This design comes from an exercise in tuning for small area on the open sky130 flow, not from production work. Function was checked by simulation only, so behaviour that the tests miss may differ from the original. No activity file was given, so power comes from the tool's default toggle rates. The flow treats the clock pin as an ideal source, which a real chip does not have.

==> flow/design.v <==
package afi_phy_pkg;
	typedef logic [3-1:0] shift_t;
	typedef struct packed
	{
		logic [15-1:0] addr;
		logic [3-1:0] ba;
		logic [1-1:0] cs_n;
		logic [1-1:0] cke;
		logic [1-1:0] odt;
		logic ras_n;
		logic cas_n;
		logic we_n;
		logic rst_n;
	} afi_cmd_t;
	typedef struct packed
	{
		logic [32-1:0] wdata;
		logic [4-1:0] dm;
		logic valid;
	} afi_wr_t;
	typedef struct packed
	{
		afi_cmd_t cmd;
		logic [32-1:0] dq;
		logic [4-1:0] dm;
		logic dqs_en;
		logic oct_en;
		logic dq_oe;
	} mem_bus_t;
	localparam int AFI_CMD_W = 15 + 3 + 3 * 1 + 4;
	localparam int AFI_WR_W = 32 + 4 + 1;
	localparam int MEM_BUS_W = AFI_CMD_W + 32 + 4 + 3;
	localparam afi_cmd_t AFI_NOP = {
		15'(0),  
		3'(0),  
		{1{1'b1}},  
		1'(0),  
		1'(0),  
		1'b1,  
		1'b1,  
		1'b1,  
		1'b0  
	};
endpackage
module afi_delay_line
#(
	parameter int W = 1,
	parameter int DEPTH = 8
)
(
	input logic pll_afi_clk,
	input logic [DEPTH-1:0] sel,
	input logic [W-1:0] d,
	output logic [W-1:0] q
);
	logic [W-1:0] stage [DEPTH-1];
	logic [W-1:0] nxt;
	for (genvar b = 0; b < W; b++)
	begin : g_bit
		logic [DEPTH-1:0] taps;
		always_comb
		begin
			taps[0] = d[b];
			for (int k = 1; k < DEPTH; k++)
				taps[k] = stage[k-1][b];
		end
		afi_sel_bit #(
			.N(DEPTH)
		) u_sel (
			.sel(sel),
			.taps(taps),
			.y(nxt[b])
		);
	end
	always_ff @(posedge pll_afi_clk)
	begin
		stage[0] <= d;
		for (int i = 1; i < DEPTH - 1; i++)
			stage[i] <= stage[i-1];
		q <= nxt;
	end
endmodule
module afi_tap_sel
#(
	parameter int DEPTH = 8
)
(
	input logic reset,
	input logic [3-1:0] tap,
	input logic [3-1:0] age,
	output logic [DEPTH-1:0] sel
);
	always_comb
	begin
		for (int k = 0; k < DEPTH; k++)
			sel[k] = ~reset && (tap == 3'(k)) && (age >= 3'(k));
	end
endmodule
module afi_sel_bit
#(
	parameter int N = 8
)
(
	input logic [N-1:0] sel,
	input logic [N-1:0] taps,
	output logic y
);
	logic n0, n1;
	afi_aoi222 u_a0 (.a(sel[2:0]), .b(taps[2:0]), .y(n0));
	afi_aoi222 u_a1 (.a(sel[5:3]), .b(taps[5:3]), .y(n1));
	assign y = ~(n0 & n1) | (sel[6] & taps[6]) | (sel[7] & taps[7]);
endmodule
module afi_aoi222
(
	input logic [2:0] a,
	input logic [2:0] b,
	output logic y
);
	assign y = ~|(a & b);
endmodule
module addr_cmd_path
(
	input logic pll_afi_clk,
	input logic reset,
	input afi_phy_pkg::afi_cmd_t afi_cmd,
	input afi_phy_pkg::shift_t ac_shift,
	input afi_phy_pkg::shift_t age,
	output afi_phy_pkg::afi_cmd_t cmd
);
	logic [8-1:0] sel;
	afi_tap_sel #(
		.DEPTH(8)
	) u_sel (
		.reset(reset),
		.tap(ac_shift),
		.age(age),
		.sel(sel)
	);
	afi_delay_line #(
		.W(afi_phy_pkg::AFI_CMD_W),
		.DEPTH(8)
	) u_cmd_dly (
		.pll_afi_clk(pll_afi_clk),
		.sel(sel),
		.d(afi_cmd),
		.q(cmd)
	);
endmodule
module write_path
(
	input logic pll_afi_clk,
	input logic reset,
	input afi_phy_pkg::afi_wr_t afi_wr,
	input afi_phy_pkg::shift_t wlat,
	input afi_phy_pkg::shift_t age,
	output logic [32+4-1:0] wr_data,
	output logic dqs_en,
	output logic oct_en
);
	logic [8-1:0] sel;
	afi_phy_pkg::afi_wr_t wr_dly;
	logic wr_valid;
	logic oct_post;
	afi_tap_sel #(
		.DEPTH(8)
	) u_sel (
		.reset(reset),
		.tap(wlat),
		.age(age),
		.sel(sel)
	);
	afi_delay_line #(
		.W(afi_phy_pkg::AFI_WR_W),
		.DEPTH(8)
	) u_wr_dly (
		.pll_afi_clk(pll_afi_clk),
		.sel(sel),
		.d(afi_wr),
		.q(wr_dly)
	);
	always_ff @(posedge pll_afi_clk)
	begin
		wr_data <= {wr_dly.wdata, wr_dly.dm};
		if (reset)
		begin
			wr_valid <= 1'b0;
			oct_post <= 1'b0;
		end
		else
		begin
			wr_valid <= wr_dly.valid;
			oct_post <= wr_valid;
		end
	end
	assign dqs_en = wr_dly.valid | wr_valid;
	assign oct_en = dqs_en | oct_post;
endmodule
module phy_regs
(
	input logic pll_afi_clk,
	input logic reset,
	input logic [8-1:0] paddr,
	input logic psel,
	input logic penable,
	input logic pwrite,
	input logic [32-1:0] pwdata,
	output logic [32-1:0] prdata,
	output logic pready,
	output logic pslverr,
	output afi_phy_pkg::shift_t ac_shift,
	output afi_phy_pkg::shift_t wlat,
	output logic mem_stable,
	output logic mem_clk_disable,
	output logic [8-1:0] calib_skip_steps
);
	logic addr_hit;
	logic access;
	assign pready = 1'b1;
	assign access = psel & penable;
	always_comb
	begin
		prdata = '0;
		addr_hit = 1'b1;
		case (paddr)
			8'('h0):
				prdata[1:0] = {mem_clk_disable, mem_stable};
			8'('h4):
			begin
				prdata[3-1:0] = ac_shift;
				prdata[4 +: 3] = wlat;
			end
			8'('h8):
				prdata[8-1:0] = calib_skip_steps;
			default:
				addr_hit = 1'b0;
		endcase
	end
	assign pslverr = access & ~addr_hit;
	logic wr;
	logic we_ctrl, we_lat, we_calib;
	logic [1:0] ctrl_d;
	logic [2:0] ac_shift_d, wlat_d;
	logic [8-1:0] calib_d;
	assign wr = access & pwrite;
	assign we_ctrl = wr && (paddr == 8'('h0));
	assign we_lat = wr && (paddr == 8'('h4));
	assign we_calib = wr && (paddr == 8'('h8));
	phy_reg_next #(.W(2), .RST(2'b00)) u_ctrl_d (
		.reset(reset), .we(we_ctrl), .wdata(pwdata[1:0]),
		.q({mem_clk_disable, mem_stable}), .d(ctrl_d));
	phy_reg_next #(.W(3), .RST('0)) u_ac_d (
		.reset(reset), .we(we_lat), .wdata(pwdata[3-1:0]),
		.q(ac_shift), .d(ac_shift_d));
	phy_reg_next #(.W(3), .RST('0)) u_wlat_d (
		.reset(reset), .we(we_lat), .wdata(pwdata[4 +: 3]),
		.q(wlat), .d(wlat_d));
	phy_reg_next #(.W(8), .RST('1)) u_calib_d (
		.reset(reset), .we(we_calib), .wdata(pwdata[8-1:0]),
		.q(calib_skip_steps), .d(calib_d));
	always_ff @(posedge pll_afi_clk)
	begin
		{mem_clk_disable, mem_stable} <= ctrl_d;
		ac_shift <= ac_shift_d;
		wlat <= wlat_d;
		calib_skip_steps <= calib_d;
	end
endmodule
module phy_reg_next
#(
	parameter int W = 1,
	parameter logic [W-1:0] RST = '0
)
(
	input logic reset,
	input logic we,
	input logic [W-1:0] wdata,
	input logic [W-1:0] q,
	output logic [W-1:0] d
);
	for (genvar i = 0; i < W; i++)
	begin : g_bit
		phy_reg_bit_next #(.RST(RST[i])) u_bit (
			.reset(reset), .we(we), .wdata(wdata[i]), .q(q[i]), .d(d[i]));
	end
endmodule
module phy_reg_bit_next
#(
	parameter bit RST = 1'b0
)
(
	input logic reset,
	input logic we,
	input logic wdata,
	input logic q,
	output logic d
);
	assign d = reset ? RST : (we ? wdata : q);
endmodule
module mem_out_stage
(
	input logic pll_afi_clk,
	input logic reset,
	input afi_phy_pkg::afi_cmd_t cmd,
	input logic cmd_hold,
	input logic [32+4-1:0] wr_data,
	input logic dqs_en,
	input logic oct_en,
	input logic mem_clk_disable,
	output afi_phy_pkg::mem_bus_t mem,
	output logic mem_ck_en
);
	logic dq_en;
	always_ff @(posedge pll_afi_clk)
		mem.cmd <= cmd_hold ? afi_phy_pkg::AFI_NOP : cmd;
	always_ff @(posedge pll_afi_clk)
		{mem.dq, mem.dm} <= wr_data;
	always_ff @(posedge pll_afi_clk)
	begin
		if (reset)
		begin
			dq_en <= 1'b0;
			mem.oct_en <= 1'b0;
			mem_ck_en <= 1'b1;
		end
		else
		begin
			dq_en <= dqs_en;
			mem.oct_en <= oct_en;
			mem_ck_en <= ~mem_clk_disable;
		end
	end
	assign mem.dqs_en = dq_en;
	assign mem.dq_oe = dq_en;
endmodule
module afi_phy_top
(
	input logic pll_afi_clk,
	input logic reset,
	input logic [afi_phy_pkg::AFI_CMD_W-1:0] afi_cmd,
	input logic [afi_phy_pkg::AFI_WR_W-1:0] afi_wr,
	input logic [8-1:0] paddr,
	input logic psel,
	input logic penable,
	input logic pwrite,
	input logic [32-1:0] pwdata,
	output logic [32-1:0] prdata,
	output logic pready,
	output logic pslverr,
	output logic [afi_phy_pkg::MEM_BUS_W-1:0] mem,
	output logic mem_ck_en,
	output logic [8-1:0] calib_skip_steps
);
	afi_phy_pkg::shift_t ac_shift;
	afi_phy_pkg::shift_t wlat;
	logic mem_stable;
	logic mem_clk_disable;
	afi_phy_pkg::afi_cmd_t ac_cmd;
	logic cmd_hold;
	afi_phy_pkg::shift_t age;
	logic [32+4-1:0] wr_data;
	logic dqs_en;
	logic oct_en;
	phy_regs u_regs (
		.pll_afi_clk(pll_afi_clk),
		.reset(reset),
		.paddr(paddr),
		.psel(psel),
		.penable(penable),
		.pwrite(pwrite),
		.pwdata(pwdata),
		.prdata(prdata),
		.pready(pready),
		.pslverr(pslverr),
		.ac_shift(ac_shift),
		.wlat(wlat),
		.mem_stable(mem_stable),
		.mem_clk_disable(mem_clk_disable),
		.calib_skip_steps(calib_skip_steps)
	);
	always_ff @(posedge pll_afi_clk)
	begin
		if (reset)
			age <= '0;
		else
		begin
			age[0] <= ~age[0] | (age[1] & age[2]);
			age[1] <= (age[1] ^ age[0]) | (age[1] & age[2]);
			age[2] <= age[2] | (age[1] & age[0]);
		end
	end
	assign cmd_hold = reset | ~mem_stable;
	addr_cmd_path u_ac (
		.pll_afi_clk(pll_afi_clk),
		.reset(reset),
		.afi_cmd(afi_cmd),
		.ac_shift(ac_shift),
		.age(age),
		.cmd(ac_cmd)
	);
	write_path u_wr (
		.pll_afi_clk(pll_afi_clk),
		.reset(reset),
		.afi_wr(afi_wr),
		.wlat(wlat),
		.age(age),
		.wr_data(wr_data),
		.dqs_en(dqs_en),
		.oct_en(oct_en)
	);
	mem_out_stage u_out (
		.pll_afi_clk(pll_afi_clk),
		.reset(reset),
		.cmd(ac_cmd),
		.cmd_hold(cmd_hold),
		.wr_data(wr_data),
		.dqs_en(dqs_en),
		.oct_en(oct_en),
		.mem_clk_disable(mem_clk_disable),
		.mem(mem),
		.mem_ck_en(mem_ck_en)
	);
endmodule
==> flow/flow/run.sh <==
#!/bin/bash
# Standard ORFS layout, with the port buffers made of the smallest buffer
# cell instead of the one buffer_ports picks by default.
set -euo pipefail
bash standard.sh "BUFFER_PORTS_ARGS=-buffer_cell sky130_fd_sc_hd__buf_1" "CTS_ARGS=-sink_clustering_enable -repair_clock_nets -sink_clustering_size 37 -sink_clustering_max_diameter 70 -dont_use_dummy_load" finish > standard_make.log 2>&1
==> flow/standard.sh <==
#!/bin/bash
# synth_recipe.tcl (not shown) runs the flow's synth.tcl, then flattens the netlist and writes it again
# the make line also repeats each setting of config.mk as NAME=value (left out here)
make -C /OpenROAD-flow-scripts/flow DESIGN_CONFIG=/design/flow/config.mk WORK_HOME=/design/flow/orfs CLKGATE_MAP_FILE= SYNTH_SCRIPT=/design/flow/synth_recipe.tcl "${@:-finish}"
==> flow/config.mk <==
export PLATFORM = sky130hd
export DESIGN_NAME = afi_phy_top
export DESIGN_NICKNAME = afi_phy_top
export VERILOG_FILES = /design/flow/design.v
export SDC_FILE = /design/flow/constraint.sdc
export NUM_CORES = 4
export LEC_CHECK = 0
export CAP_MARGIN = 0
export CORE_MARGIN = 2
export CORE_UTILIZATION = 70
export CTS_CLUSTER_DIAMETER = 80
export CTS_CLUSTER_SIZE = 35
export SLEW_MARGIN = 0
export SYNTH_HIERARCHICAL = 1
export SYNTH_MINIMUM_KEEP_SIZE = 0
==> flow/constraint.sdc <==
create_clock -name core_clock -period 5.0 [get_ports {pll_afi_clk}]
set_input_delay 1.0000 -clock core_clock [delete_from_list [all_inputs] [get_ports {pll_afi_clk}]]
set_output_delay 1.0000 -clock core_clock [all_outputs]
set_load 0.01 [all_outputs]
==> flow_summary_export.csv, run 1 <==
group,metric,value,unit
sta,fmaxAchievable,320,MHz
die,row_count,54,
cells_and_area,stdcell_area,17000,µm²
cts,cts_buffers,21,
cells_and_area,fillers,1365,
cts,postCtsHoldBufs,0,
yosys,synth.avg_cell_area,14.9,µm²
detailed_routing,drt_iter0_drc,1034,
yosys,synth_seq_area_share,79.8,%
cells_and_area,drive_above_1_share,4.39,%
cts,htree_levels,1,
setup_path,cpPeakStageDelay,0.53,ns
setup_path,cp_cell_sequence,"buf_1, nor2b_1, nand2_1, a21oi_1, buf_1",
yosys,yosysMostFrequentCell,"dfxtp_1",
cts,root_buffer,"clkbuf_16",
yosys,yosys_register_bits,617,
yosys,synth.top_cell.area_share,79.8,%
yosys,synth_warnings,17,
die,die-area,23300,µm²
detailed_routing,via_per_inst,5.88,
global_routing,grt_max_degree,38,
setup_path,path_buf_inv,2,
global_routing,first_global_vias,8773,
yosys,synth_cell_type_count,28,
die,io_pins,214,
die,die_y,153,µm
yosys,synthTopCellsByCount,"dfxtp_1, a222oi_1, a22oi_1, nand3_1, nor2b_1",
cells_and_area,nNetsFinal,1341,
yosys,synth_ff_type,"dfxtp_1",
detailed_routing,drc,0,
die,core,21800,µm²
sta,slew_violations,0,
sta,slew_headroom,31.0,%
setup_path,cp_common_cell,"buf_1",
global_routing,grt_pass1_wl,44.2,mm
setup_path,critPathCaptureType,"output port",
global_routing,use_met3,3.87,%
global_routing,antenna_found_initial,3,
sta,hold_viol_final,0,
placed_design,gp_congestion,0.793,
setup_path,cp_top_family,"simple AND/OR/NAND/NOR gates",
cts,clkLatencyLatePin,0.55,ns
yosys,synth_cells,1037,
sta,hold_ws,0.304,ns
setup_path,path_class,"input pin to output port",
placed_design,io_buffers,164,
yosys,async_reset_ff_share,0,%
cells_and_area,syn_to_final_growth,10.2,%
detailed_routing,routed_wl,27.8,mm
die,die-width,153,µm
setup_path,cp.arrival,2.13,ns
cts,cts_resized,0,
cts,cts_max_path_buffers,3,
detailed_routing,post_drt_wl_per_cell,18.4,µm
status,status,"no timing/DRC/antenna violations",
sta,rsz0062_at_grt,"false",
cts,clock-sinks,617,
global_routing,use_met1,30.6,%
pwr,power.leakage,0.00655,µW
global_routing,use_met2,39.9,%
global_routing,grt_overflow,0,
sta,finalClockSkew,0.0322,ns
global_routing,grt_use_total,23.1,%
detailed_routing,num_vias,8901,
worst_hold_path,hold_path.class,"flip-flop to flip-flop",
pwr,powerDensity,438,nW/µm²
cts,cts_setup_buffers,0,
setup_path,start_kind,"input pin",
cts,clk_pin_slew,0.12,ns
die,initial_core_util,71.1,%
global_routing,top_usage_layer,"met2",
yosys,ys_top_cells_by_area,"dfxtp_1, a222oi_1, a22oi_1",
detailed_routing,first_pass_iters,8,
sta,finalCritPeriodShare,62.5,%
pwr,power,7470,µW
placed_design,placed_cell_area,16500,µm²
sta,setup_viol,0,
setup_path,worstPathMaxFanout,9,
cts,cts_tree,"done",
flow_run,cap_violations,0,
placed_design,dp_hpwl,16.5,mm
yosys,netlist_area,15500,µm²
setup_path,cp_data_required_time,4.00,ns
detailed_routing,antenna_left,0,
pwr,vdd_drop_max,0.360,mV
sta,tns,0,ns
setup_path,crit_slowest_cell,"nor2b_1",
sta,tightest_slew,1.03,ns
yosys,synth_top_area_cell,"dfxtp_1",
yosys,synth_edf_count,0,
sta,finalCriticalPeriod,3.13,ns
stage by stage:
step	setup WS [ns]	instances	util, %
floorplan	0.664	1060	-
global placement	1.95	1490	75.9
detailed placement	1.92	1490	75.9
CTS	1.92	1511	78.3
global route	1.74	1512	78.3
finish	1.87	1514	78.4
registers in the layout (all words and copies together) (netlist names), 3 cells and up:
| name | count |
|---|---|
| u_wr.u_wr_dly.stage | 259 |
| u_ac.u_cmd_dly.stage | 175 |
| u_out.mem | 62 |
| u_wr.u_wr_dly.q | 37 |
| u_wr.wr_data | 36 |
| u_ac.u_cmd_dly.q | 25 |
| u_regs.calib_skip_steps | 8 |
| age | 3 |
| u_regs.ac_shift | 3 |
| u_regs.wlat | 3 |
cell usage in the layout, fill, tap and decap left out:
cell type  count
a211o_1        8
a21oi_1        6
a21oi_2        1
a222oi_1     124
a22oi_1       66
and2b_1        3
and3_1         6
buf_1        164
buf_4         16
clkbuf_16     21
conb_1        25
dfxtp_1      617
diode_2        3
ha_1           1
mux2i_1       10
nand2_1        7
nand2b_1       6
nand3_1       65
nand3b_1       2
nand4b_1       2
nor2_1        22
nor2_2         2
nor2_4         2
nor2b_1       32
nor3_1         2
nor3_2         4
nor4_2         6
nor4_4         2
nor4b_1        1
or2_0          2
or2_1          5
or3_1          1
report_power, final:
group	total [µW]	leakage, µW	switching, µW	internal [µW]
Sequential	5270	0.00518	106	5160
Clock	2050	0.000259	1290	766
Combinational	151	0.00112	85.8	65.2
Total	7470	0.00655	1480	5990
modules after synthesis (local to each module, per instance), excerpt:
module         copies in the design  flops+latches  cells  area (µm²)
afi_aoi222                      124              0      1        10.0
afi_phy_top                       1              3     11         108
mem_out_stage                     1             64     96        1490
phy_regs                          1             16     76         704
write_path                        1             38     42         786
metal layers:
layer | share of wire (%) | routed length [µm]
met5 | 0 | 0
met4 | 1.9 | 518
met3 | 6.5 | 1810
met2 | 49 | 13600
met1 | 43 | 11900
kinds of logic (layout without fill, tap and decap cells):
| kind of cell | count (synthesis) | after routing | synth area share (%) |
|---|---|---|---|
| compound gates | 205 | 205 | 11.9 |
| fa+ha+maj | 1 | 1 | 0.0808 |
| buf+inv | 30 | 201 | 1.46 |
| flops | 617 | 617 | 79.8 |
| mux | 10 | 10 | 0.647 |
| other cells | 2 | 28 | 0.0485 |
| simple gates | 172 | 172 | 6.02 |
path summary, 6_finish.rpt:
check / slack [ns] / cells past startpoint / end / startpoint
worst min-delay path: 0.30 / 0 / u_wr.wr_data[31] / u_wr.u_wr_dly.q[32]
worst min register to register: 0.30 / 0 / u_wr.wr_data[31] / u_wr.u_wr_dly.q[32]
worst max-delay path: 1.87 / 5 / prdata[0] / paddr[3]
worst max register to register: 2.76 / 4 / u_wr.u_wr_dly.q[21] / age[1]
layout make-up:
type	instances	area, µm²	share of cell area [%]
Multi-Input combinational cell	413	3080	18.1
Clock buffer	21	526	3.08
Sequential cell	617	12400	72.4
Antenna cell	3	7.51	0.0440
Timing Repair Buffer	180	736	4.32
Tap cell	280	350	2.05
worst reg2reg max path, stage by stage (launching register included):
cell,delay [ns]
dfxtp_1,0.60
nand4b_1,0.31
nor2_4,0.86
a22oi_1,0.29
nand3_1,0.14
==> inputs of run 2 (changes only) <==
==> flow/flow/run.sh (replaced) <==
#!/bin/bash
# Standard ORFS layout, with the port buffers made of the smallest buffer
# cell instead of the one buffer_ports picks by default.
set -euo pipefail
bash standard.sh "BUFFER_PORTS_ARGS=-buffer_cell sky130_fd_sc_hd__buf_1" "CTS_ARGS=-sink_clustering_enable -repair_clock_nets -sink_clustering_size 35 -sink_clustering_max_diameter 80 -dont_use_dummy_load -root_buf sky130_fd_sc_hd__clkbuf_8 -tree_buf sky130_fd_sc_hd__clkbuf_8" finish > standard_make.log 2>&1
==> flow_summary_export.csv, run 2 <==
group,metric,value,unit
setup_path,worstSetupStartpoint,"paddr[3]",
pwr,power,7410,µW
yosys,synthTopCellsByCount,"dfxtp_1, a222oi_1, a22oi_1, nand3_1, nor2b_1",
die,core,21800,µm²
cts,clock-sinks,617,
cells_and_area,stdcell_area,17000,µm²
setup_path,worstPathMaxFanout,9,
placed_design,dp.cells,1490,
setup_path,timing.rr.start,"u_regs.wlat[2]",
yosys,async_reset_ff_share,0,%
setup_path,cp.arrival,2.12,ns
cells_and_area,largest_reg_flops,259,
cells_and_area,reg_top3,"u_wr.u_wr_dly.stage: 259 flops, u_ac.u_cmd_dly.stage: 175 flops, u_out.mem: 62 flops",
die,initial_core_util,71.1,%
sta,rsz0062_at_grt,"false",
global_routing,first_global_vias,8647,
yosys,synth_ff_type,"dfxtp_1",
cells_and_area,syn_to_final_growth,9.94,%
yosys,synth_cell_type_count,28,
cts,clkLatencyLatePin,0.63,ns
global_routing,antenna_found_initial,2,
status,status,"no timing/DRC/antenna violations",
worst_hold_path,hold_path.class,"flip-flop to flip-flop",
detailed_routing,num_vias,8884,
sta,slew_violations,0,
setup_path,r2r_setup_slack,2.78,ns
yosys,synth.avg_cell_area,14.9,µm²
cts,cts_max_path_buffers,3,
placed_design,gp_congestion,0.793,
die,io_pins,214,
global_routing,grt_overflow,0,
placed_design,placed_cell_area,16500,µm²
placed_design,dp_hpwl,16.5,mm
global_routing,grt_pass1_wl,44.2,mm
placed_design,io_buffers,164,
worst_hold_path,min-delay-start,"u_wr.u_wr_dly.q[8]",
setup_path,crit_path_end,"prdata[5]",
sta,setup_viol,0,
setup_path,rr_endpoint,"u_wr.u_wr_dly.q[21]",
yosys,yosysMostFrequentCell,"dfxtp_1",
die,die_y,153,µm
cts,cts_buffers,21,
detailed_routing,routed_wl,27.9,mm
sta,finalCritPeriodShare,62.4,%
setup_path,r2r_cells,4,
setup_path,path_class,"input pin to output port",
yosys,synth_seq_area_share,79.8,%
sta,finalClockSkew,0.0580,ns
sta,slew_headroom,30.2,%
cells_and_area,layout_commonest_cell,"dfxtp_1",
yosys,synth_warnings,17,
flow_run,cap_violations,0,
die,row_count,54,
cells_and_area,fillers,1361,
cells_and_area,layout_common_cells,"dfxtp_1, buf_1, a222oi_1",
cts,cts_tree,"done",
yosys,synth_edf_count,0,
cts,root_buffer,"clkbuf_8",
global_routing,grt_max_degree,38,
detailed_routing,via_per_inst,5.87,
sta,hold_viol_final,0,
detailed_routing,drt_iter0_drc,945,
sta,tightest_slew,1.04,ns
pwr,power.leakage,0.00654,µW
die,die-width,153,µm
cts,htree_levels,1,
detailed_routing,drc,0,
detailed_routing,post_drt_wl_per_cell,18.4,µm
yosys,netlist_area,15500,µm²
yosys,ys_top_cells_by_area,"dfxtp_1, a222oi_1, a22oi_1",
yosys,synth_top_area_cell,"dfxtp_1",
cells_and_area,nNetsFinal,1341,
cts,cts_resized,0,
yosys,synth_cells,1037,
detailed_routing,first_pass_iters,8,
cells_and_area,stdcell_count,1513,
cts,cts_setup_buffers,0,
setup_path,start_kind,"input pin",
detailed_routing,antenna_left,0,
global_routing,grt_use_total,23.1,%
sta,tns,0,ns
pwr,vdd_drop_max,0.380,mV
sta,finalCriticalPeriod,3.12,ns
cells_and_area,drive_above_1_share,4.39,%
pwr,powerDensity,435,nW/µm²
cts,postCtsHoldBufs,0,
setup_path,cp_data_required_time,4.00,ns
cells_and_area,top_register,"u_wr.u_wr_dly.stage",
die,die-area,23300,µm²
cts,clk_pin_slew,0.11,ns
setup_path,critPathCaptureType,"output port",
yosys,yosys_register_bits,617,
yosys,synth.top_cell.area_share,79.8,%
sta,fmaxAchievable,321,MHz
==> run 2: area by class of cell <==
| type | instances | area, µm² | share of cell area (%) |
|---|---|---|---|
| Tap cell | 280 | 350 | 2.06 |
| Timing Repair Buffer | 180 | 736 | 4.32 |
| Multi-Input combinational cell | 413 | 3080 | 18.1 |
| Clock buffer | 21 | 492 | 2.89 |
| Antenna cell | 2 | 5.00 | 0.0294 |
| Sequential cell | 617 | 12400 | 72.6 |
==> run 2: worst min path at each step <==
stage / end / slack, ns / depth (start not counted)
floorplan: u_out.mem[10] / 0.31 / 0
finish: u_wr.wr_data[7] / 0.30 / 0
detailed placement: u_wr.wr_data[15] / 0.31 / 0
global route: u_wr.wr_data[7] / 0.31 / 0
global placement: u_out.mem[25] / 0.31 / 0
CTS: u_wr.wr_data[7] / 0.30 / 0
==> run 2: cells by family (layout without fill, tap and decap cells) <==
kind of cell	count (synthesis)	count (layout)	share of synthesized area, %
AOI/OAI and AO/OA	205	205	11.9
adders and majority gates	1	1	0.0808
buffers and inverters	30	201	1.46
DFF	617	617	79.8
muxes	10	10	0.647
other	2	27	0.0485
and+or+nand+nor	172	172	6.02
==> run 2: per-module statistics from Yosys, one instance, submodules excluded, excerpt <==
module / times used / cells inside / flops+latches / cell area, µm²
write_path: 1 / 42 / 38 / 786
mem_out_stage: 1 / 96 / 64 / 1490
phy_regs: 1 / 76 / 16 / 704
afi_phy_top: 1 / 11 / 3 / 108
afi_aoi222: 124 / 1 / 0 / 10.0
==> run 2: worst max-delay path, cell delays in order <==
cell	delay [ns]
buf_1	0.16
nor2b_1	0.53
a22oi_1	0.14
nor2_1	0.13
buf_1	0.16
==> run 2: stage by stage <==
stage	worst slack, ns	utilization [%]	hold slack, ns
after CTS	1.92	78.2	0.299
after floorplan	0.664	-	0.310
final	1.88	78.2	0.299
after detailed placement	1.92	75.9	0.312
after global routing	1.74	78.2	0.310
after global placement	1.95	75.9	0.310
==> run 2: per-layer routing <==
| layer | share of wire, % | up-vias | wire length [µm] | global-route usage [%] |
|---|---|---|---|---|
| met4 | 2.0 | 0 | 550 | 5.25 |
| met1 | 44 | 4357 | 12200 | 30.8 |
| met3 | 5.2 | 37 | 1460 | 3.70 |
| met5 | 0 | - | 0 | 0 |
| met2 | 49 | 237 | 13600 | 40.3 |
| li1 | - | 4253 | - | - |
==> run 2: where the power goes <==
part,leakage (µW),internal [µW],switching (µW)
clock network,0.000243,705,1280
registers,0.00518,5160,106
logic,0.00112,65.2,85.5
==> inputs of run 3 (changes only) <==
==> flow/flow/run.sh (replaced) <==
#!/bin/bash
# Standard ORFS layout, with the port buffers made of the smallest buffer
# cell instead of the one buffer_ports picks by default.
set -euo pipefail
bash standard.sh "BUFFER_PORTS_ARGS=-buffer_cell sky130_fd_sc_hd__buf_1" "CTS_ARGS=-sink_clustering_enable -repair_clock_nets -sink_clustering_size 35 -sink_clustering_max_diameter 80 -dont_use_dummy_load -root_buf sky130_fd_sc_hd__clkbuf_4 -tree_buf sky130_fd_sc_hd__clkbuf_4" finish > standard_make.log 2>&1
==> flow_summary_export.csv, run 3 <==
group,metric,value,unit
placed_design,dp_hpwl,16.5,mm
cells_and_area,layout_common_cells,"dfxtp_1, buf_1, a222oi_1",
pwr,power.leakage,0.00653,µW
placed_design,gp_congestion,0.793,
setup_path,cpPeakStageDelay,0.53,ns
setup_path,path_class,"input pin to output port",
cells_and_area,stdcell_count,1514,
yosys,netlist_area,15500,µm²
global_routing,antenna_found_initial,3,
sta,hold_viol_final,0,
cells_and_area,final_util,78.1,%
sta,finalClockSkew,0.0597,ns
setup_path,cp_common_cell,"buf_1",
yosys,synth_cell_type_count,28,
detailed_routing,antenna_left,0,
pwr,vdd_drop_max,0.379,mV
sta,slew_violations,0,
setup_path,crit_slowest_cell,"nor2b_1",
yosys,synth_cells,1037,
setup_path,timing.rr.start,"age[2]",
yosys,synth_ff_type,"dfxtp_1",
status,status,"no timing/DRC/antenna violations",
detailed_routing,first_pass_iters,6,
die,core,21800,µm²
sta,setup_slack,1.88,ns
cts,htree_levels,1,
placed_design,io_buffers,164,
yosys,synth.avg_cell_area,14.9,µm²
cts,clkLatencyLatePin,0.79,ns
setup_path,worstPathMaxFanout,9,
sta,fmaxAchievable,320,MHz
worst_hold_path,hold_path.class,"flip-flop to flip-flop",
cells_and_area,syn_to_final_growth,9.83,%
sta,finalCritPeriodShare,62.4,%
setup_path,start_kind,"input pin",
yosys,synth_edf_count,0,
placed_design,pre_cts_ws,1.92,ns
yosys,synth_seq_area_share,79.8,%
yosys,synth.top_cell.area_share,79.8,%
setup_path,cp_cell_sequence,"buf_1, nor2b_1, a22oi_1, nor2_1, buf_1",
die,io_pins,214,
die,die-width,153,µm
global_routing,grt_overflow,0,
yosys,synth_top_area_cell,"dfxtp_1",
setup_path,cp_data_required_time,4.00,ns
global_routing,grt_pass1_wl,44.2,mm
setup_path,worstSetupStartpoint,"paddr[3]",
cells_and_area,nNetsFinal,1341,
yosys,async_reset_ff_share,0,%
setup_path,critPathCaptureType,"output port",
cells_and_area,drive_above_1_share,4.39,%
sta,slew_headroom,29.5,%
die,die_y,153,µm
die,row_count,54,
sta,finalCriticalPeriod,3.12,ns
sta,rsz0062_at_grt,"false",
cts,root_buffer,"clkbuf_4",
setup_path,r2r_setup_slack,2.77,ns
worst_hold_path,min-delay-start,"u_wr.u_wr_dly.q[8]",
cells_and_area,reg_top3,"u_wr.u_wr_dly.stage: 259 flops, u_ac.u_cmd_dly.stage: 175 flops, u_out.mem: 62 flops",
cts,cts_buffers,21,
detailed_routing,via_per_inst,5.81,
setup_path,cp.arrival,2.12,ns
yosys,synthTopCellsByCount,"dfxtp_1, a222oi_1, a22oi_1, nand3_1, nor2b_1",
global_routing,grt_use_total,23.2,%
detailed_routing,num_vias,8803,
cts,cts_tree,"done",
detailed_routing,drt_iter0_drc,916,
global_routing,grt_max_degree,38,
detailed_routing,drc,0,
sta,setup_viol,0,
cts,clock-sinks,617,
pwr,power,7380,µW
cts,clk_pin_slew,0.12,ns
placed_design,dp.cells,1490,
cts,cts_max_path_buffers,3,
global_routing,first_global_vias,8661,
cells_and_area,layout_commonest_cell,"dfxtp_1",
detailed_routing,routed_wl,28.1,mm
cells_and_area,top_register,"u_wr.u_wr_dly.stage",
cells_and_area,largest_reg_flops,259,
die,initial_core_util,71.1,%
pwr,powerDensity,434,nW/µm²
sta,tightest_slew,1.05,ns
die,die-area,23300,µm²
flow_run,cap_violations,0,
yosys,ys_top_cells_by_area,"dfxtp_1, a222oi_1, a22oi_1",
detailed_routing,post_drt_wl_per_cell,18.5,µm
yosys,yosys_register_bits,617,
yosys,synth_warnings,17,
cts,cts_resized,0,
yosys,yosysMostFrequentCell,"dfxtp_1",
sta,tns,0,ns
cts,cts_setup_buffers,0,
cts,postCtsHoldBufs,0,
-- run 3: cell count changes in the layout (fill, tap and decap cells not counted) --
cell      previous run  this run
clkbuf_4             0         3
clkbuf_8             3         0
diode_2              2         3
-- run 3: stage by stage --
step / area (µm²) / hold slack (ns)
floorplan: 15600 / 0.310
global placement: 16500 / 0.310
detailed placement: 16500 / 0.312
CTS: 17000 / 0.250
global route: 17000 / 0.287
finish: 17000 / 0.299
-- run 3: cells by family (layout without fill, tap and decap cells) --
family | after synthesis | in the layout | share of synthesized area [%]
other | 2 | 28 | 0.0485
adder cells (fa/ha/maj) | 1 | 1 | 0.0808
multiplexers | 10 | 10 | 0.647
flip-flops | 617 | 617 | 79.8
AO/OA/AOI/OAI | 205 | 205 | 11.9
AND/OR/NAND/NOR | 172 | 172 | 6.02
buffers and inverters | 30 | 201 | 1.46
-- run 3: layout make-up --
cell class | count | area [µm²]
Clock buffer | 21 | 473
Multi-Input combinational cell | 413 | 3080
Fill cell | 1366 | 4760
Tap cell | 280 | 350
Sequential cell | 617 | 12400
Timing Repair Buffer | 180 | 736
Antenna cell | 3 | 7.51
-- run 3: modules after synthesis (local to each module, per instance), a selection --
module	cells	area, µm²	copies in the design
afi_aoi222	1	10.0	124
write_path	42	786	1
afi_phy_top	11	108	1
phy_regs	76	704	1
mem_out_stage	96	1490	1
-- run 3: final timing paths --
kind	end	depth (start not counted)
worst min-delay path	u_wr.wr_data[7]	0
worst min register to register	u_wr.wr_data[7]	0
worst max-delay path	prdata[5]	5
worst max register to register	u_wr.u_wr_dly.q[21]	4
-- run 3: worst max-delay path, delay by kind of cell --
family	cells	cell delay (ns)
buf+inv	2	0.32
compound gates	1	0.14
simple gates	2	0.66
-- run 3: power breakdown --
| group | total [µW] | internal (µW) | switching, µW |
|---|---|---|---|
| clock | 1960 | 670 | 1290 |
| sequential | 5270 | 5160 | 107 |
| combinational | 150 | 65.2 | 85.3 |
| total | 7380 | 5900 | 1480 |
-- run 3: metal layers --
metal  track usage, %  vias up  part of all wire, %
met5                0        -                    0
met4             5.86        0                  1.9
met3             3.75       34                  5.5
met2             40.4      254                   49
met1             30.6     4257                   44
li1                 -     4258                    -
==> inputs of run 4 (changes only) <==
==> flow/flow/run.sh (replaced) <==
#!/bin/bash
# Standard ORFS layout, with the port buffers made of the smallest buffer
# cell instead of the one buffer_ports picks by default.
set -euo pipefail
bash standard.sh "BUFFER_PORTS_ARGS=-buffer_cell sky130_fd_sc_hd__buf_1" "CTS_ARGS=-sink_clustering_enable -repair_clock_nets -sink_clustering_size 35 -sink_clustering_max_diameter 80 -dont_use_dummy_load" finish > standard_make.log 2>&1
==> flow_summary_export.csv, run 4 <==
group,metric,value,unit
setup_path,cp_data_required_time,4.00,ns
cts,clk_pin_slew,0.11,ns
detailed_routing,drc,0,
die,die-area,23300,µm²
cts,clock-sinks,617,
setup_path,timing.rr.start,"u_regs.wlat[2]",
cts,root_buffer,"clkbuf_16",
cts,cts_tree,"done",
sta,hold_ws,0.302,ns
yosys,ys_top_cells_by_area,"dfxtp_1, a222oi_1, a22oi_1",
yosys,synthTopCellsByCount,"dfxtp_1, a222oi_1, a22oi_1, nand3_1, nor2b_1",
sta,slew_headroom,30.5,%
sta,hold_viol_final,0,
detailed_routing,via_per_inst,5.83,
sta,fmaxAchievable,320,MHz
die,initial_core_util,71.1,%
cts,htree_levels,1,
cts,cts_setup_buffers,0,
cells_and_area,layout_common_cells,"dfxtp_1, buf_1, a222oi_1",
detailed_routing,num_vias,8819,
detailed_routing,antenna_left,0,
die,die_y,153,µm
sta,setup_viol,0,
cells_and_area,reg_top3,"u_wr.u_wr_dly.stage: 259 flops, u_ac.u_cmd_dly.stage: 175 flops, u_out.mem: 62 flops",
yosys,synth_top_area_cell,"dfxtp_1",
die,core,21800,µm²
yosys,yosysMostFrequentCell,"dfxtp_1",
yosys,synth_edf_count,0,
pwr,power,7480,µW
die,io_pins,214,
die,row_count,54,
cells_and_area,largest_reg_flops,259,
cells_and_area,final_util,78.4,%
placed_design,gp_congestion,0.793,
sta,finalClockSkew,0.0303,ns
detailed_routing,first_pass_iters,7,
cells_and_area,syn_to_final_growth,10.2,%
cts,cts_max_path_buffers,3,
yosys,synth_ff_type,"dfxtp_1",
cells_and_area,nNetsFinal,1341,
cts,clkLatencyLatePin,0.54,ns
sta,tns,0,ns
pwr,powerDensity,439,nW/µm²
yosys,synth_seq_area_share,79.8,%
yosys,async_reset_ff_share,0,%
placed_design,io_buffers,164,
setup_path,critPathCaptureType,"output port",
setup_path,start_kind,"input pin",
yosys,netlist_area,15500,µm²
worst_hold_path,min-delay-start,"u_wr.u_wr_dly.q[8]",
yosys,synth_cells,1037,
flow_run,cap_violations,0,
cts,postCtsHoldBufs,0,
pwr,power.leakage,0.00655,µW
cells_and_area,drive_above_1_share,4.39,%
pwr,vdd_drop_max,0.380,mV
global_routing,first_global_vias,8638,
placed_design,dp_hpwl,16.5,mm
worst_hold_path,hold_path.class,"flip-flop to flip-flop",
setup_path,worstPathMaxFanout,9,
global_routing,antenna_found_initial,2,
global_routing,grt_use_total,23.1,%
status,status,"no timing/DRC/antenna violations",
cts,cts_buffers,21,
die,die-width,153,µm
cts,cts_resized,0,
sta,finalCriticalPeriod,3.12,ns
sta,rsz0062_at_grt,"false",
yosys,synth_warnings,17,
yosys,yosys_register_bits,617,
global_routing,grt_pass1_wl,44.2,mm
yosys,synth.avg_cell_area,14.9,µm²
setup_path,path_class,"input pin to output port",
cells_and_area,top_register,"u_wr.u_wr_dly.stage",
yosys,synth_cell_type_count,28,
setup_path,worstSetupStartpoint,"paddr[3]",
detailed_routing,drt_iter0_drc,938,
setup_path,cp.arrival,2.12,ns
sta,finalCritPeriodShare,62.4,%
global_routing,grt_max_degree,38,
yosys,synth.top_cell.area_share,79.8,%
sta,slew_violations,0,
detailed_routing,routed_wl,28.0,mm
sta,tightest_slew,1.04,ns
global_routing,grt_overflow,0,
cells_and_area,layout_commonest_cell,"dfxtp_1",
detailed_routing,post_drt_wl_per_cell,18.5,µm
==> run 4: cell counts after synthesis <==
No cell type changed its count.
==> run 4: through the flow <==
step / area, µm² / std cells / setup WS (ns)
after global routing: 17000 / 1511 / 1.74
after detailed placement: 16500 / 1490 / 1.92
after floorplan: 15600 / 1060 / 0.664
final: 17000 / 1513 / 1.88
after global placement: 16500 / 1490 / 1.95
after CTS: 17000 / 1511 / 1.92
==> run 4: power breakdown <==
group          internal [µW]  switching, µW
Combinational           65.2           85.2
Clock                    766           1290
Sequential              5160            106
Total                   5990           1480
==> run 4: path summary, 6_finish.rpt <==
check	to	slack, ns	cells past startpoint
worst max-delay path	prdata[5]	1.88	5
worst min-delay path	u_wr.wr_data[7]	0.30	0
worst max register to register	u_wr.u_wr_dly.q[21]	2.74	4
worst min register to register	u_wr.wr_data[7]	0.30	0
==> run 4: modules after synthesis (local to each module, per instance), a selection <==
module | copies in the design | area [µm²] | flip-flops and latches | cells inside
phy_regs | 1 | 704 | 16 | 76
afi_phy_top | 1 | 108 | 3 | 11
mem_out_stage | 1 | 1490 | 64 | 96
afi_aoi222 | 124 | 10.0 | 0 | 1
write_path | 1 | 786 | 38 | 42
==> run 4: area by class of cell <==
cell class / count / area (µm²)
well taps: 280 / 350
repair buffers: 180 / 736
fillers: 1351 / 4710
clock buffers: 21 / 526
flip-flops and latches: 617 / 12400
multi-input cells: 413 / 3080
diodes: 2 / 5.00
==> run 4: layer usage <==
metal	up-vias	GRT usage [%]	routed length (µm)
li1	4259	-	-
met1	4298	31.0	12300
met2	227	40.3	13700
met3	35	3.53	1360
met4	0	5.11	546
met5	-	0	0
==> run 4: cells by family after synthesis <==
logic type | after synthesis | synth area share (%)
buf+inv | 30 | 1.46
flops | 617 | 79.8
compound gates | 205 | 11.9
mux | 10 | 0.647
fa+ha+maj | 1 | 0.0808
other cells | 2 | 0.0485
simple gates | 172 | 6.02
==> run 4: worst max-delay path, cell delays in order <==
cell	delay, ns
buf_1	0.16
nor2b_1	0.53
a22oi_1	0.14
nor2_1	0.13
buf_1	0.16
==> inputs of run 5 (changes only) <==
--- a/flow/design.v
+++ b/flow/design.v
@@ -86,15 +86,30 @@
 )
 (
-	input logic reset,
 	input logic [3-1:0] tap,
-	input logic [3-1:0] age,
+	input logic [DEPTH-1:0] ok,
 	output logic [DEPTH-1:0] sel
 );
-	always_comb
-	begin
-		for (int k = 0; k < DEPTH; k++)
-			sel[k] = ~reset && (tap == 3'(k)) && (age >= 3'(k));
+	for (genvar k = 0; k < DEPTH; k++)
+	begin : g_sel
+		afi_tap_dec #(
+			.K(k)
+		) u_dec (
+			.tap(tap),
+			.ok(ok[k]),
+			.sel(sel[k])
+		);
 	end
 endmodule
+module afi_tap_dec
+#(
+	parameter int K = 0
+)
+(
+	input logic [3-1:0] tap,
+	input logic ok,
+	output logic sel
+);
+	assign sel = ok && (tap == 3'(K));
+endmodule
 module afi_sel_bit
 #(
@@ -125,5 +140,5 @@
 	input afi_phy_pkg::afi_cmd_t afi_cmd,
 	input afi_phy_pkg::shift_t ac_shift,
-	input afi_phy_pkg::shift_t age,
+	input logic [8-1:0] tap_ok,
 	output afi_phy_pkg::afi_cmd_t cmd
 );
@@ -132,7 +147,6 @@
 		.DEPTH(8)
 	) u_sel (
-		.reset(reset),
 		.tap(ac_shift),
-		.age(age),
+		.ok(tap_ok),
 		.sel(sel)
 	);
@@ -153,5 +167,5 @@
 	input afi_phy_pkg::afi_wr_t afi_wr,
 	input afi_phy_pkg::shift_t wlat,
-	input afi_phy_pkg::shift_t age,
+	input logic [8-1:0] tap_ok,
 	output logic [32+4-1:0] wr_data,
 	output logic dqs_en,
@@ -165,7 +179,6 @@
 		.DEPTH(8)
 	) u_sel (
-		.reset(reset),
 		.tap(wlat),
-		.age(age),
+		.ok(tap_ok),
 		.sel(sel)
 	);
@@ -358,4 +371,5 @@
 	logic cmd_hold;
 	afi_phy_pkg::shift_t age;
+	logic [8-1:0] tap_ok;
 	logic [32+4-1:0] wr_data;
 	logic dqs_en;
@@ -389,4 +403,12 @@
 		end
 	end
+	assign tap_ok[0] = ~reset;
+	assign tap_ok[1] = ~reset & (age[2] | age[1] | age[0]);
+	assign tap_ok[2] = ~reset & (age[2] | age[1]);
+	assign tap_ok[3] = ~reset & (age[2] | (age[1] & age[0]));
+	assign tap_ok[4] = ~reset & age[2];
+	assign tap_ok[5] = ~reset & age[2] & (age[1] | age[0]);
+	assign tap_ok[6] = ~reset & age[2] & age[1];
+	assign tap_ok[7] = ~reset & age[2] & age[1] & age[0];
 	assign cmd_hold = reset | ~mem_stable;
 	addr_cmd_path u_ac (
@@ -395,5 +417,5 @@
 		.afi_cmd(afi_cmd),
 		.ac_shift(ac_shift),
-		.age(age),
+		.tap_ok(tap_ok),
 		.cmd(ac_cmd)
 	);
@@ -403,5 +425,5 @@
 		.afi_wr(afi_wr),
 		.wlat(wlat),
-		.age(age),
+		.tap_ok(tap_ok),
 		.wr_data(wr_data),
 		.dqs_en(dqs_en),
==> flow/flow/run.sh (replaced) <==
#!/bin/bash
# Standard ORFS layout, with the port buffers made of the smallest buffer
# cell instead of the one buffer_ports picks by default.
set -euo pipefail
bash standard.sh "BUFFER_PORTS_ARGS=-buffer_cell sky130_fd_sc_hd__buf_1" "CTS_ARGS=-sink_clustering_enable -repair_clock_nets -sink_clustering_size 35 -sink_clustering_max_diameter 80 -dont_use_dummy_load -root_buf sky130_fd_sc_hd__clkbuf_8 -tree_buf sky130_fd_sc_hd__clkbuf_8" finish > standard_make.log 2>&1
==> flow_summary_export.csv, run 5 <==
group,metric,value,unit
status,status,"no timing/DRC/antenna violations",
sta,tightest_slew,1.16,ns
die,die-width,153,µm
cells_and_area,nNetsFinal,1323,
yosys,synthTopCellsByCount,"dfxtp_1, a222oi_1, a22oi_1, nand3_1, nor2b_1",
yosys,synth_edf_count,0,
global_routing,grt_overflow,0,
cells_and_area,syn_to_final_growth,8.84,%
global_routing,grt_max_degree,38,
setup_path,crit_slowest_cell,"nor2b_1",
yosys,netlist_area,15500,µm²
yosys,synth_cells,1030,
detailed_routing,num_vias,8824,
sta,hold_viol_final,0,
yosys,synth.top_cell.area_share,79.6,%
setup_path,start_kind,"input pin",
sta,rsz0062_at_grt,"false",
setup_path,path_class,"input pin to output port",
cts,cts_resized,0,
yosys,async_reset_ff_share,0,%
yosys,synth_ff_type,"dfxtp_1",
cts,htree_levels,1,
cells_and_area,largest_reg_flops,259,
worst_hold_path,min-delay-start,"u_wr.u_wr_dly.stage[2][35]",
cells_and_area,stdcell_area,16900,µm²
die,die_y,153,µm
cts,postCtsHoldBufs,0,
cells_and_area,final_util,77.4,%
sta,hold_ws,0.319,ns
cells_and_area,top_register,"u_wr.u_wr_dly.stage",
worst_hold_path,hold-path-cell-count,0,
cells_and_area,seq_area,12400,µm²
setup_path,rr_endpoint,"u_ac.u_cmd_dly.q[15]",
setup_path,r2r_cells,5,
yosys,yosysMostFrequentCell,"dfxtp_1",
global_routing,grt_use_total,23.3,%
die,row_count,54,
cts,clock-sinks,617,
yosys,ys_top_cells_by_area,"dfxtp_1, a222oi_1, a22oi_1",
cells_and_area,layout_common_cells,"dfxtp_1, buf_1, a222oi_1",
setup_path,cp.arrival,2.11,ns
cts,clk_pin_slew,0.12,ns
setup_path,critPathCaptureType,"output port",
yosys,synth_seq_area_share,79.6,%
setup_path,cpPeakStageDelay,0.50,ns
yosys,synth.avg_cell_area,15.1,µm²
sta,setup_viol,0,
cts,cts_max_path_buffers,3,
detailed_routing,via_per_inst,5.91,
cts,cts_setup_buffers,0,
die,die-area,23400,µm²
setup_path,cp_cell_sequence,"buf_1, nor2b_1, nand2_1, a21oi_1, buf_1",
cells_and_area,multiInputGateArea,3040,µm²
detailed_routing,first_pass_iters,6,
setup_path,r2r_setup_slack,2.69,ns
cts,cts_buffers,21,
sta,slew_violations,0,
cells_and_area,reg_top3,"u_wr.u_wr_dly.stage: 259 flops, u_ac.u_cmd_dly.stage: 175 flops, u_out.mem: 62 flops",
sta,slew_headroom,22.9,%
die,initial_core_util,71.1,%
global_routing,grt_pass1_wl,44.6,mm
yosys,synth_warnings,16,
sta,finalClockSkew,0.0571,ns
yosys,synth_cell_type_count,31,
worst_hold_path,hold_path.class,"flip-flop to flip-flop",
placed_design,dp_hpwl,16.5,mm
sta,setup_slack,1.89,ns
setup_path,cp_common_cell,"buf_1",
placed_design,placed_cell_area,16400,µm²
cts,cts_tree,"done",
pwr,power.leakage,0.00656,µW
sta,finalCriticalPeriod,3.11,ns
detailed_routing,post_drt_wl_per_cell,18.8,µm
placed_design,io_buffers,164,
die,io_pins,214,
pwr,powerDensity,438,nW/µm²
detailed_routing,antenna_left,0,
placed_design,pre_cts_ws,1.89,ns
cts,root_buffer,"clkbuf_8",
die,core,21800,µm²
setup_path,timing.rr.start,"age[1]",
global_routing,antenna_found_initial,0,
cells_and_area,drive_above_1_share,3.30,%
cells_and_area,layout_commonest_cell,"dfxtp_1",
worst_hold_path,min_to,"u_wr.u_wr_dly.stage[3][35]",
setup_path,worstPathMaxFanout,9,
flow_run,cap_violations,0,
yosys,synth_top_area_cell,"dfxtp_1",
detailed_routing,drc,0,
global_routing,first_global_vias,8618,
sta,finalCritPeriodShare,62.1,%
detailed_routing,drt_iter0_drc,1044,
cells_and_area,fillers,1408,
setup_path,cp_data_required_time,4.00,ns
cts,clkLatencyLatePin,0.63,ns
sta,tns,0,ns
placed_design,gp_congestion,0.751,
detailed_routing,routed_wl,28.0,mm
sta,fmaxAchievable,322,MHz
yosys,yosys_register_bits,617,
pwr,vdd_drop_max,0.364,mV
-- run 5: changes by cell type in the layout (fill, tap and decap cells not counted), moves of 4 or more --
cell	delta
nand2b_1	-5
nor3_2	-4
and4bb_2	+6
nor4_2	-6
buf_4	-11
-- run 5: through the flow --
step / total power, µW / cells
after CTS: 7430 / 1492
after global routing: 7630 / 1492
final: 7400 / 1493
after detailed placement: 5520 / 1471
after global placement: 5500 / 1471
after floorplan: 5440 / 1053
-- run 5: power by group --
| group | switching (µW) | leakage [µW] | total [µW] | internal (µW) |
|---|---|---|---|---|
| combinational | 82.7 | 0.00114 | 147 | 64.7 |
| clock | 1280 | 0.000243 | 1980 | 705 |
| sequential | 101 | 0.00518 | 5260 | 5160 |
-- run 5: how the worst max path moves through the flow --
stage	startpoint	endpoint	depth (start not counted)
final	paddr[3]	prdata[0]	5
after global routing	paddr[3]	prdata[0]	5
after CTS	paddr[3]	prdata[1]	5
after detailed placement	reset	u_ac.u_cmd_dly.q[0]	6
after global placement	paddr[3]	prdata[1]	5
after floorplan	reset	u_wr.u_wr_dly.q[0]	5
-- run 5: cell families after synthesis --
group	synth area share (%)
other	0.0484
adders and majority gates	0.161
buffers and inverters	1.58
muxes	0.645
AOI/OAI and AO/OA	11.8
and+or+nand+nor	6.17
DFF	79.6
-- run 5: area by class of cell --
cell class | count | area share, %
diodes | 1 | 0.0148
clock buffers | 21 | 2.91
inverters | 3 | 0.0666
multi-input cells | 402 | 18.0
flip-flops and latches | 617 | 73.1
well taps | 280 | 2.07
repair buffers | 169 | 3.87
-- run 5: metal layers --
metal,global-route usage (%),wire [µm],vias up,share of wire (%)
met5,0,0,-,0
met4,6.04,440,0,1.6
met3,3.54,1640,29,5.9
met2,39.5,13600,263,48
met1,32.0,12400,4329,44
li1,-,-,4203,-
-- run 5: worst max-delay path, delay by kind of cell --
family | cells | cell delay [ns]
AO/OA/AOI/OAI | 1 | 0.15
buffers and inverters | 2 | 0.35
AND/OR/NAND/NOR | 2 | 0.60
-- run 5: Yosys stat by module (local to each module, per instance), excerpt --
module         flops+latches  cells inside  copies in the design
afi_aoi222                 0             1                   124
afi_phy_top                3            24                     1
write_path                38            42                     1
mem_out_stage             64            96                     1
phy_regs                  16            76                     1
==> inputs of run 6 (changes only) <==
==> flow/flow/run.sh (replaced) <==
#!/bin/bash
# Standard ORFS layout, with the port buffers made of the smallest buffer
# cell instead of the one buffer_ports picks by default.
set -euo pipefail
bash standard.sh "BUFFER_PORTS_ARGS=-buffer_cell sky130_fd_sc_hd__buf_1" "CTS_ARGS=-sink_clustering_enable -repair_clock_nets -sink_clustering_size 40 -sink_clustering_max_diameter 50 -dont_use_dummy_load -root_buf sky130_fd_sc_hd__clkbuf_8 -tree_buf sky130_fd_sc_hd__clkbuf_8" finish > standard_make.log 2>&1
==> flow_summary_export.csv, run 6 <==
group,metric,value,unit
sta,fmaxAchievable,321,MHz
yosys,synth_cells,1030,
cts,cts_setup_buffers,0,
pwr,combPwrFrac,1.8,%
detailed_routing,num_vias,8989,
yosys,synth.top_cell.area_share,79.6,%
global_routing,first_global_vias,8961,
die,die_y,153,µm
global_routing,antenna_found_initial,0,
sta,tns,0,ns
detailed_routing,drt_iter0_drc,1004,
die,die-width,153,µm
global_routing,grt_use_total,24.4,%
cells_and_area,drive_above_1_share,4.56,%
setup_path,r2r_cells,5,
cts,clock-sinks,617,
sta,finalClockSkew,0.0623,ns
pwr,vdd_drop_max,0.365,mV
setup_path,start_kind,"input pin",
setup_path,cp.arrival,2.12,ns
setup_path,worstPathMaxFanout,9,
global_routing,grt_pass1_wl,46.3,mm
pwr,swShare,19.7,%
global_routing,grt_overflow,0,
cells_and_area,syn_to_final_growth,11.3,%
cts,postCtsHoldBufs,0,
cells_and_area,nNetsFinal,1339,
cells_and_area,layout_common_cells,"dfxtp_1, buf_1, a222oi_1",
yosys,synth_edf_count,0,
worst_hold_path,hold-path-cell-count,0,
sta,slew_headroom,22.4,%
placed_design,gp_congestion,0.751,
cts,cts_max_path_buffers,3,
setup_path,cp_top_family,"simple AND/OR/NAND/NOR gates",
yosys,synth.avg_cell_area,15.1,µm²
sta,hold_viol_final,0,
cts,root_buffer,"clkbuf_8",
global_routing,grt_max_degree,38,
cells_and_area,largest_reg_flops,259,
sta,hold_ws,0.305,ns
yosys,synth_top_area_cell,"dfxtp_1",
cts,cts_buffers,37,
detailed_routing,first_pass_iters,8,
pwr,p_int,6440,µW
sta,setup_viol,0,
yosys,yosysMostFrequentCell,"dfxtp_1",
sta,finalCriticalPeriod,3.12,ns
setup_path,cp_data_required_time,4.00,ns
cells_and_area,fillers,1350,
pwr,power.leakage,0.00675,µW
cells_and_area,reg_top3,"u_wr.u_wr_dly.stage: 259 flops, u_ac.u_cmd_dly.stage: 175 flops, u_out.mem: 62 flops",
detailed_routing,antenna_left,0,
pwr,switchingPower,1580,µW
worst_hold_path,hold_path.class,"flip-flop to flip-flop",
yosys,synth_warnings,16,
pwr,powerDensity,465,nW/µm²
yosys,yosys_register_bits,617,
yosys,async_reset_ff_share,0,%
die,row_count,54,
detailed_routing,drc,0,
cells_and_area,layout_commonest_cell,"dfxtp_1",
flow_run,cap_violations,0,
yosys,synth_cell_type_count,31,
sta,tightest_slew,1.16,ns
status,status,"no timing/DRC/antenna violations",
detailed_routing,routed_wl,28.9,mm
die,io_pins,214,
cts,clkLatencyLatePin,0.61,ns
die,core,21800,µm²
pwr,p_seq_share,65.6,%
pwr,clock_power_share,32.6,%
cts,htree_levels,2,
setup_path,crit_slowest_cell,"nor2b_1",
detailed_routing,post_drt_wl_per_cell,19.2,µm
placed_design,dp_hpwl,16.5,mm
setup_path,path_buf_inv,2,
yosys,synthTopCellsByCount,"dfxtp_1, a222oi_1, a22oi_1, nand3_1, nor2b_1",
setup_path,worst-path-stages,5,
sta,rsz0062_at_grt,"false",
setup_path,r2r_setup_slack,2.72,ns
die,initial_core_util,71.1,%
setup_path,cp_common_cell,"buf_1",
yosys,synth_seq_area_share,79.6,%
setup_path,cp_cell_sequence,"buf_1, nor2b_1, nand2_1, a21oi_1, buf_1",
cts,cts_tree,"done",
sta,slew_violations,0,
cts,clk_pin_slew,0.10,ns
sta,finalCritPeriodShare,62.3,%
detailed_routing,via_per_inst,5.96,
setup_path,cpPeakStageDelay,0.50,ns
setup_path,critPathCaptureType,"output port",
cells_and_area,top_register,"u_wr.u_wr_dly.stage",
yosys,synth_ff_type,"dfxtp_1",
die,die-area,23400,µm²
yosys,netlist_area,15500,µm²
yosys,ys_top_cells_by_area,"dfxtp_1, a222oi_1, a22oi_1",
setup_path,path_class,"input pin to output port",
placed_design,io_buffers,164,
cts,cts_resized,0,
run 6: cell counts after synthesis:
No cell type changed its count.
run 6: final cells by class:
cell class                      count  area (µm²)  area share (%)
Timing Repair Buffer              169         653            3.78
Tap cell                          280         350            2.03
Multi-Input combinational cell    402        3040            17.6
Antenna cell                        1        2.50          0.0145
Clock buffer                       37         870            5.03
Inverter                            3        11.3          0.0652
Sequential cell                   617       12400            71.5
run 6: per-module statistics from Yosys (local to each module, per instance), excerpt:
module | flip-flops and latches | cells inside
write_path | 38 | 42
mem_out_stage | 64 | 96
afi_phy_top | 3 | 24
afi_aoi222 | 0 | 1
phy_regs | 16 | 76
run 6: layer usage:
layer / wire, µm / track usage, %
met4: 590 / 7.72
met3: 1740 / 3.97
met5: 0 / 0
met2: 13900 / 41.2
met1: 12700 / 32.7
run 6: power groups by stage:
stage                     registers, µW  logic (µW)  clock network (µW)
after floorplan                    5350        88.5                   0
after global placement             5360         143                   0
after detailed placement           5380         146                   0
after CTS                          5260         148                2660
after global routing               5290         164                2840
final                              5260         148                2610
run 6: final timing paths:
path                     from                   to
max                  paddr[3]            prdata[0]
min          u_wr.wr_data[22]        u_out.mem[25]
max reg2reg            age[1]  u_ac.u_cmd_dly.q[0]
min reg2reg  u_wr.wr_data[22]        u_out.mem[25]
run 6: logic make-up after synthesis:
kind of cell             after synthesis  share of synthesized area, %
multiplexers                          10                         0.645
adder cells (fa/ha/maj)                2                         0.161
AND/OR/NAND/NOR                      161                          6.17
AO/OA/AOI/OAI                        204                          11.8
other                                  2                        0.0484
flip-flops                           617                          79.6
buffers and inverters                 34                          1.58
run 6: metrics by stage:
stage,utilization [%],worst slack (ns),power [µW],instances,cell area (µm²)
after floorplan,-,1.76,5440,1053,15600
after detailed placement,75.2,1.89,5520,1471,16400
after CTS,79.1,1.91,8070,1508,17300
final,79.2,1.88,8030,1509,17300
after global routing,79.1,1.72,8290,1508,17300
after global placement,75.2,1.92,5500,1471,16400
run 6: worst reg2reg max path, stage by stage (launching register included):
cell	delay, ns
dfxtp_1	0.41
nand2_1	0.09
nor3_1	0.25
and4_1	1.03
a22oi_1	0.25
nand3_1	0.15
==> inputs of run 7 (changes only) <==
==> flow/run.sh (new file) <==
#!/bin/bash
# synth_recipe.tcl (not shown) runs the flow's synth.tcl, then flattens the netlist and writes it again
# the make line also repeats each setting of config.mk as NAME=value (left out here)
make -C /OpenROAD-flow-scripts/flow DESIGN_CONFIG=/design/flow/config.mk WORK_HOME=/design/flow/orfs CLKGATE_MAP_FILE= SYNTH_SCRIPT=/design/flow/synth_recipe.tcl finish
removed: flow/flow/run.sh
removed: flow/standard.sh
==> flow_summary_export.csv, run 7 <==
group,metric,value,unit
status,status,"no timing/DRC/antenna violations",
yosys,synth_edf_count,0,
pwr,p_seq_share,69.5,%
detailed_routing,wl_met2,14.9,mm
detailed_routing,first_pass_iters,9,
cts,cts_resized,0,
cells_and_area,multiInputGateArea,3040,µm²
pwr,p_int,6070,µW
flow_run,cap_violations,0,
setup_path,cp.arrival,2.87,ns
detailed_routing,dr_wl_met3,1.89,mm
global_routing,grt_pass1_wl,47.2,mm
sta,fmaxAchievable,258,MHz
cells_and_area,final_util,82.7,%
cells_and_area,layout_common_cells,"dfxtp_1, clkdlybuf4s50_1, a222oi_1",
placed_design,gp_congestion,0.764,
yosys,synth_top_area_cell,"dfxtp_1",
cts,root_buffer,"clkbuf_16",
worst_hold_path,min_to,"u_out.mem[11]",
detailed_routing,drc,0,
sta,finalCritPeriodShare,77.4,%
cells_and_area,reg_top3,"u_wr.u_wr_dly.stage: 259 flops, u_ac.u_cmd_dly.stage: 175 flops, u_out.mem: 62 flops",
yosys,synth.top_cell.area_share,79.6,%
pwr,swShare,20.0,%
setup_path,start_kind,"input pin",
cts,clk_pin_slew,0.11,ns
yosys,synth_cell_type_count,31,
pwr,switchingPower,1510,µW
cts,clock-sinks,617,
pwr,combPwrFrac,2.8,%
detailed_routing,maxUsedRoutingLayer,"met4",
yosys,yosysMostFrequentCell,"dfxtp_1",
global_routing,first_global_vias,9016,
yosys,synth_seq_area_share,79.6,%
cts,cts_setup_buffers,0,
cells_and_area,nNetsFinal,1330,
worst_hold_path,min-delay-start,"u_wr.wr_data[8]",
cells_and_area,layout_commonest_cell,"dfxtp_1",
sta,hold_viol_final,0,
setup_path,worstPathMaxFanout,9,
pwr,power.leakage,0.00706,µW
detailed_routing,antenna_left,0,
cells_and_area,seq_area,12400,µm²
die,io_pins,214,
detailed_routing,drt_iter0_drc,1023,
placed_design,io_buffers,164,
yosys,ys_top_cells_by_area,"dfxtp_1, a222oi_1, a22oi_1",
yosys,synth.avg_cell_area,15.1,µm²
pwr,powerDensity,421,nW/µm²
cts,postCtsHoldBufs,0,
die,die-width,153,µm
sta,finalClockSkew,0.0200,ns
die,core,21800,µm²
placed_design,pre_cts_ws,1.13,ns
cells_and_area,top_register,"u_wr.u_wr_dly.stage",
cells_and_area,syn_to_final_growth,16.2,%
sta,setup_viol,0,
detailed_routing,post_drt_wl_per_cell,19.9,µm
placed_design,dp_hpwl,17.3,mm
global_routing,grt_overflow,0,
yosys,yosys_register_bits,617,
cts,htree_levels,1,
cells_and_area,drive_above_1_share,4.01,%
cts,cts_tree,"done",
cts,clkLatencyLatePin,0.55,ns
setup_path,r2r_cells,6,
yosys,async_reset_ff_share,0,%
placed_design,dp.cells,1478,
die,die-area,23400,µm²
pwr,vdd_drop_max,0.419,mV
die,initial_core_util,71.1,%
sta,setup_slack,1.13,ns
yosys,synth_warnings,16,
sta,slew_violations,0,
setup_path,critPathCaptureType,"output port",
sta,finalCriticalPeriod,3.87,ns
die,die_y,153,µm
sta,tns,0,ns
sta,rsz0062_at_grt,"false",
sta,slew_headroom,36.8,%
cells_and_area,stdcell_count,1503,
global_routing,grt_use_total,24.8,%
pwr,clock_power_share,27.7,%
detailed_routing,num_vias,9021,
setup_path,timing.rr.start,"age[1]",
sta,tightest_slew,0.948,ns
cts,cts_buffers,21,
global_routing,grt_max_degree,38,
global_routing,antenna_found_initial,1,
detailed_routing,routed_wl,29.9,mm
worst_hold_path,hold_path.class,"flip-flop to flip-flop",
detailed_routing,routedLengthMet1,12.5,mm
cells_and_area,largest_reg_flops,259,
worst_hold_path,hold-path-cell-count,0,
yosys,synthTopCellsByCount,"dfxtp_1, a222oi_1, a22oi_1, nand3_1, nor2b_1",
setup_path,path_class,"input pin to output port",
yosys,synth_ff_type,"dfxtp_1",
cells_and_area,fillers,1204,
yosys,synth_cells,1030,
cts,cts_max_path_buffers,3,
setup_path,cp_data_required_time,4.00,ns
setup_path,rr_endpoint,"u_wr.u_wr_dly.q[22]",
detailed_routing,via_per_inst,6.00,
setup_path,r2r_setup_slack,2.69,ns
yosys,netlist_area,15500,µm²
die,row_count,54,
[run 7: cell counts after synthesis]
Identical to the previous run, type by type.
[run 7: how the worst max path moves through the flow]
| stage | end | start |
|---|---|---|
| 3_3_place_gp | prdata[1] | paddr[3] |
| 3_5_place_dp | prdata[1] | paddr[3] |
| 4_1_cts | prdata[1] | paddr[3] |
| 5_1_grt | prdata[1] | paddr[2] |
| 2_1_floorplan | u_wr.u_wr_dly.q[0] | reset |
| 6_report | prdata[1] | paddr[3] |
[run 7: final cells by class]
cell class / count / share of cell area [%]
diodes: 1 / 0.0139
clock buffers: 22 / 2.93
flip-flops and latches: 617 / 68.5
clock inverters: 2 / 0.139
multi-input cells: 402 / 16.8
well taps: 280 / 1.94
inverters: 3 / 0.0624
repair buffers: 176 / 9.60
[run 7: worst max-delay path, stage by stage]
cell	delay [ns]
clkdlybuf4s50_1	0.54
nor2b_1	0.49
nand2_1	0.11
a21oi_1	0.16
clkdlybuf4s50_1	0.57
[run 7: cell families (layout without fill, tap and decap cells)]
logic type	Yosys count	count (layout)	synth area share, %
compound gates	204	204	11.8
fa+ha+maj	2	2	0.161
buf+inv	34	203	1.58
flops	617	617	79.6
mux	10	10	0.645
other cells	2	26	0.0484
simple gates	161	161	6.17
[run 7: Yosys stat by module (local to each module, per instance), excerpt]
| module | times used | cell area (µm²) | cells |
|---|---|---|---|
| afi_phy_top | 1 | 181 | 24 |
| afi_aoi222 | 124 | 10.0 | 1 |
| write_path | 1 | 786 | 42 |
| mem_out_stage | 1 | 1490 | 96 |
| phy_regs | 1 | 704 | 76 |
[run 7: power by group through the flow]
stage | clock [µW] | sequential, µW | combinational [µW]
after detailed placement | 0 | 5380 | 211
final | 2100 | 5270 | 214
after floorplan | 0 | 5350 | 88.5
after global routing | 2290 | 5300 | 229
after CTS | 2130 | 5270 | 214
after global placement | 0 | 5360 | 208
[run 7: per-layer routing]
layer | global-route usage (%) | vias to the layer above
li1 | - | 4223
met1 | 32.4 | 4446
met2 | 43.4 | 306
met3 | 4.08 | 46
met4 | 6.53 | 0
met5 | 0 | -
[run 7: per-stage QoR]
step | hold WS, ns | total power [µW] | area (µm²)
after floorplan | 0.310 | 5440 | 15600
after global placement | 0.310 | 5570 | 17500
after detailed placement | 0.312 | 5590 | 17500
after CTS | 0.326 | 7620 | 18000
after global routing | 0.326 | 7810 | 18000
final | 0.325 | 7590 | 18000

## what the ideal ports hide
How much do the figures lean on ideal ports? The routed layouts below were timed once more, with nothing changed but the port constraints.
Step 1 sets driving cells, clkbuf_16 on the clock port and buf_2 on the other inputs (assumed; they add their load-dependent delay and slew).
Step 2 moves the port delays by t, midway between the first and last clock arrival at a register: inputs arrive t later, outputs are due t later. That takes back most of the time a late clock gives input paths.
Slacks: ideal / step 1 / step 2; pairs: ideal / step 1.
| run | shift t [ns] | setup slack, ns | hold WS [ns] | worst setup path after step 2 |
|---|---|---|---|---|
| run 1 | 0.580 | 1.875 / 1.851 / 1.851 | 0.304 / 0.304 / 0.304 | input to output |
| run 2 | 0.644 | 1.881 / 1.857 / 1.857 | 0.299 / 0.299 / 0.299 | input to output |
| run 3 | 0.811 | 1.878 / 1.855 / 1.855 | 0.299 / 0.296 / 0.299 | input to output |
| run 4 | 0.580 | 1.878 / 1.855 / 1.855 | 0.302 / 0.302 / 0.302 | input to output |
| run 5 | 0.647 | 1.894 / 1.872 / 1.826 | 0.319 / 0.319 / 0.319 | input to register |
| run 6 | 0.613 | 1.885 / 1.864 / 1.829 | 0.305 / 0.305 / 0.305 | input to register |
| run 7 | 0.590 | 1.129 / 1.090 / 1.090 | 0.325 / 0.325 / 0.325 | input to output |
After both steps every run listed still meets setup and hold. For run 5, which loses most, drivers alone change the setup slack by -0.022 ns; drivers and shift together by -0.068 ns.
